Context: an optimization exercise on an open-source flow, tuned for small area, a short achievable clock period and few clock cycles per item. The choices shown serve that exercise and are no tape-out recipe.
In this exercise RTL edits were held to simulation tests only and were not proved equivalent to the original.

Design mul_div_unit, start of the top module:
module mul_div_unit #(
    parameter int DATA_WIDTH    = 64,
    parameter int WORD_WIDTH    = 32,
    parameter int CONTROL_WIDTH = 4
) (
    input  logic                     i_clk,
    input  logic                     i_arst_n,
    input  logic                     i_valid,
    output logic                     o_ready,
    input  logic [CONTROL_WIDTH-1:0] i_op,
    input  logic [DATA_WIDTH-1:0]    i_src_1,
    input  logic [DATA_WIDTH-1:0]    i_src_2,
    input  logic                     i_flush,
    output logic                     o_valid,
    input  logic                     i_ready,
    output logic [DATA_WIDTH-1:0]    o_result,
    output logic                     o_busy
);
Size: ~8700 cells after synthesis, roughly 590 flip-flops, ~200 I/O pins.
Settings: LEC_CHECK=0, CAP_MARGIN=20, CORE_MARGIN=2, CORE_UTILIZATION=40, SETUP_SLACK_MARGIN=4.5, SLEW_MARGIN=20; clock period 10.0 ns.
run.sh (not shown) runs the stock make flow with config.mk's settings and CLKGATE_MAP_FILE= SYNTH_SCRIPT=/design/flow/synth_recipe.tcl, a recipe that flattens the netlist after the stock synthesis.
Testbench counts at the start, summed over its fixed seeds: cycles 14,277, items 3,200.
Then changed:
--- a/flow/design.v
+++ b/flow/design.v
@@ -151,53 +151,49 @@
     logic        busy;
     logic [1:0]  mode;
     logic [6:0]  count;
     logic        f_high, f_rem, f_neg, f_word, f_bz;
     logic [63:0] H, L;
     logic [66:0] X;
     logic [64:0] Y;
     logic [11:0] dsel;       
     logic [63:0] out_raw;
-    logic        out_v, out_neg, out_word, out_pc, out_c0, out_c25, out_c50;
-    logic        pc, p25, p50;
+    logic        out_v, out_neg, out_word, out_pc;
+    logic        pc;
     logic [73:0] rows [0:3];
-    logic [73:0] lw, kc, s0, c0, s1, c1, s2, c2, s3, c3, sx;
-    logic [25:0] ms0, ms1;
-    logic [23:0] ms2;
+    logic [73:0] lw, kc, s0, c0, s1, c1, s2, c2, s3, c3;
+    logic [73:0] msum;
     logic [54:0] up;
     logic [63:0] mul_h, mul_l;
     always_comb begin
         lw = {1'b0, H[0], L, 8'd0};
         for (int t = 0; t < 4; t++) begin
             logic one, two, neg;
             logic [65:0] sel;
             one = dsel[3*t]; two = dsel[3*t+1]; neg = dsel[3*t+2];
             sel = one ? {X[64], X[64:0]} : (two ? {X[64:0], 1'b0} : 66'd0);
             sel = neg ? ~sel : sel;
             rows[t] = 74'({~sel[65], sel[64:0]}) << (2*t);
             lw[2*t] = neg;
         end
-        kc = (74'd43 << 65) | (74'(p25) << 33) | (74'(p50) << 58);
+        kc = 74'd43 << 65;
         s0 = lw ^ rows[0] ^ kc;
         c0 = ((lw & rows[0]) | (lw & kc) | (rows[0] & kc)) << 1;
         s1 = rows[1] ^ rows[2] ^ rows[3];
         c1 = ((rows[1] & rows[2]) | (rows[1] & rows[3]) | (rows[2] & rows[3])) << 1;
         s2 = s0 ^ c0 ^ s1;
         c2 = ((s0 & c0) | (s0 & s1) | (c0 & s1)) << 1;
         s3 = s2 ^ c2 ^ c1;
         c3 = ((s2 & c2) | (s2 & c1) | (c2 & c1)) << 1;
-        sx  = s3 ^ c3;                           
-        ms0 = {1'b0, s3[24:0]}  + {1'b0, c3[24:0]};
-        ms1 = {1'b0, s3[49:25]} + {1'b0, c3[49:25]};
-        ms2 = s3[73:50] + c3[73:50];
+        msum = s3 + c3;
         up = H[55:1] + {46'd0, pc, 8'd0};       
-        mul_h = {up, ms2[22:14]};
-        mul_l = {ms2[13:0], ms1[24:0], ms0[24:0]};
+        mul_h = {up, msum[72:64]};
+        mul_l = msum[63:0];
     end
     logic [68:0] t1, t2a, t2b, ds, dc;
     logic [63:0] r2;
     logic        g1, g2a, g2b, q1, q2;
     always_comb begin
         t1  = {5'd0, H} - {2'b0, X};
         t2a = {5'd0, H} - {3'b0, X[66:1]};
         ds  = {5'd0, H} ^ ~{2'b0, X} ^ ~{3'b0, X[66:1]};
         dc  = (({5'd0, H} & ~{2'b0, X}) | ({5'd0, H} & ~{3'b0, X[66:1]}) |
@@ -281,67 +277,63 @@
             ga     <= groups_ok(r_fa);
             gb     <= groups_ok(r_fb);
         end
         if (move)
             o_result <= res_w;
         if (core_done && out_free) begin
             out_raw  <= core_res;
             out_neg  <= core_neg;
             out_word <= f_word;
-            out_pc   <= (mode == M_MUL) && f_high && ms2[23];
-            out_c0   <= (mode == M_MUL) && f_high && (&sx[63:50]) &&
-                        (ms1[25] || (ms0[25] && (&sx[49:25])));
-            out_c25  <= (mode == M_MUL) && !f_high && ms0[25];
-            out_c50  <= (mode == M_MUL) && !f_high && ms1[25];
+            out_pc   <= (mode == M_MUL) && f_high && msum[73];
         end
         if (take) begin
             f_high <= d_high;
             f_rem  <= d_rem;
             f_neg  <= d_rem ? sa : (sa ^ sb);
             f_word <= d_word;
             f_bz   <= d_div && b_zero;
             Y      <= my;
             dsel   <= booth_dec(m_win);
             mode   <= d_triv ? M_PASS : (d_mul ? M_MUL : M_DIV);
             if (d_mul) begin
                 H     <= m_g1 ? 64'hFFFF_FFFF_FFFF_FFFF : 64'hFFFF_FFFF_FFFF_FFFE;
                 L     <= m_init;
                 X     <= {{2{mx[64]}}, mx};
                 count <= {3'b000, m_count};
                 pc    <= 1'b0;
-                p25   <= 1'b0;
-                p50   <= 1'b0;
             end else begin
                 H     <= mag_a;
                 L     <= '0;
                 X     <= d_al;
                 count <= {1'b0, s_est[6:1]};
             end
         end else if (busy && !core_done) begin
             case (mode)
                 M_MUL: begin
                     H     <= mul_h;
                     L     <= mul_l;
-                    pc    <= ms2[23];
-                    p25   <= ms0[25];
-                    p50   <= ms1[25];
+                    pc    <= msum[73];
                     count <= count - 7'd1;
                     dsel  <= booth_dec(window(Y, count[3:0] - 4'd1));
                 end
                 M_DIV: begin
                     H     <= r2;
                     L     <= {L[61:0], q1, q2};
                     X     <= X >> 2;
                     count <= count - 7'd1;
                 end
                 default: ;
             endcase
         end
     end
     logic [63:0] res_n, res_w;
     always_comb begin
-        res_n = (out_neg ? ~out_raw : out_raw)
-              + {13'd0, out_c50, 24'd0, out_c25, 15'd0, out_pc, 8'd0, out_c0 | out_neg};
+        if (out_neg)
+            res_n = ~out_raw + 64'd1;
+        else if (out_pc)
+            res_n = {out_raw[63:9] + 55'd1, out_raw[8:0]};
+        else
+            res_n = out_raw;
         res_w = out_word ? {{32{res_n[31]}}, res_n[31:0]} : res_n;
     end
     assign o_busy = in_full || busy || out_v || o_valid;
 endmodule
The new run went through all stages and came out clean.
Synthesized cell count came out higher by 2.5%.
Cell count came out higher by 3.9%.
Register-to-register slack loses 0.12 ns.
Non-clock buffer count came out higher by 140.
Via count came out higher by about 3.4%.
Wire length came out higher by about 2.6%.
Testbench counts after the change, summed over its fixed seeds: cycles 14,277, items 3,200.

[what the ideal ports hide]
In the flow no input, the clock included, has a driving cell. The finished layouts below were timed again as built, in two steps.
Step 1: set_driving_cell puts a clkbuf_16 on i_clk and a buf_2 on each other input, an assumption about the parent block.
Step 2 adds t to the input delays and takes it off the output delays; t is the mean of the earliest and latest rising clock arrival at the registers after step 1. Input paths then give back, and output paths get back, about the clock's delay inside the block.
Slacks: no drivers / after step 1 / after step 2; pairs: no drivers / after step 1.
| run | t (ns) | setup slack, ns | hold slack, ns |
|---|---|---|---|
| the first run | 0.810 | 4.123 / 4.123 / 3.816 | 0.418 / 0.418 / 0.418 |
| the second run | 0.808 | 4.001 / 4.001 / 3.825 | 0.554 / 0.554 / 0.554 |
After both steps every run listed still meets setup and hold. For the first run, which loses most, drivers alone change the setup slack by 0.000 ns; drivers and shift together by -0.307 ns.
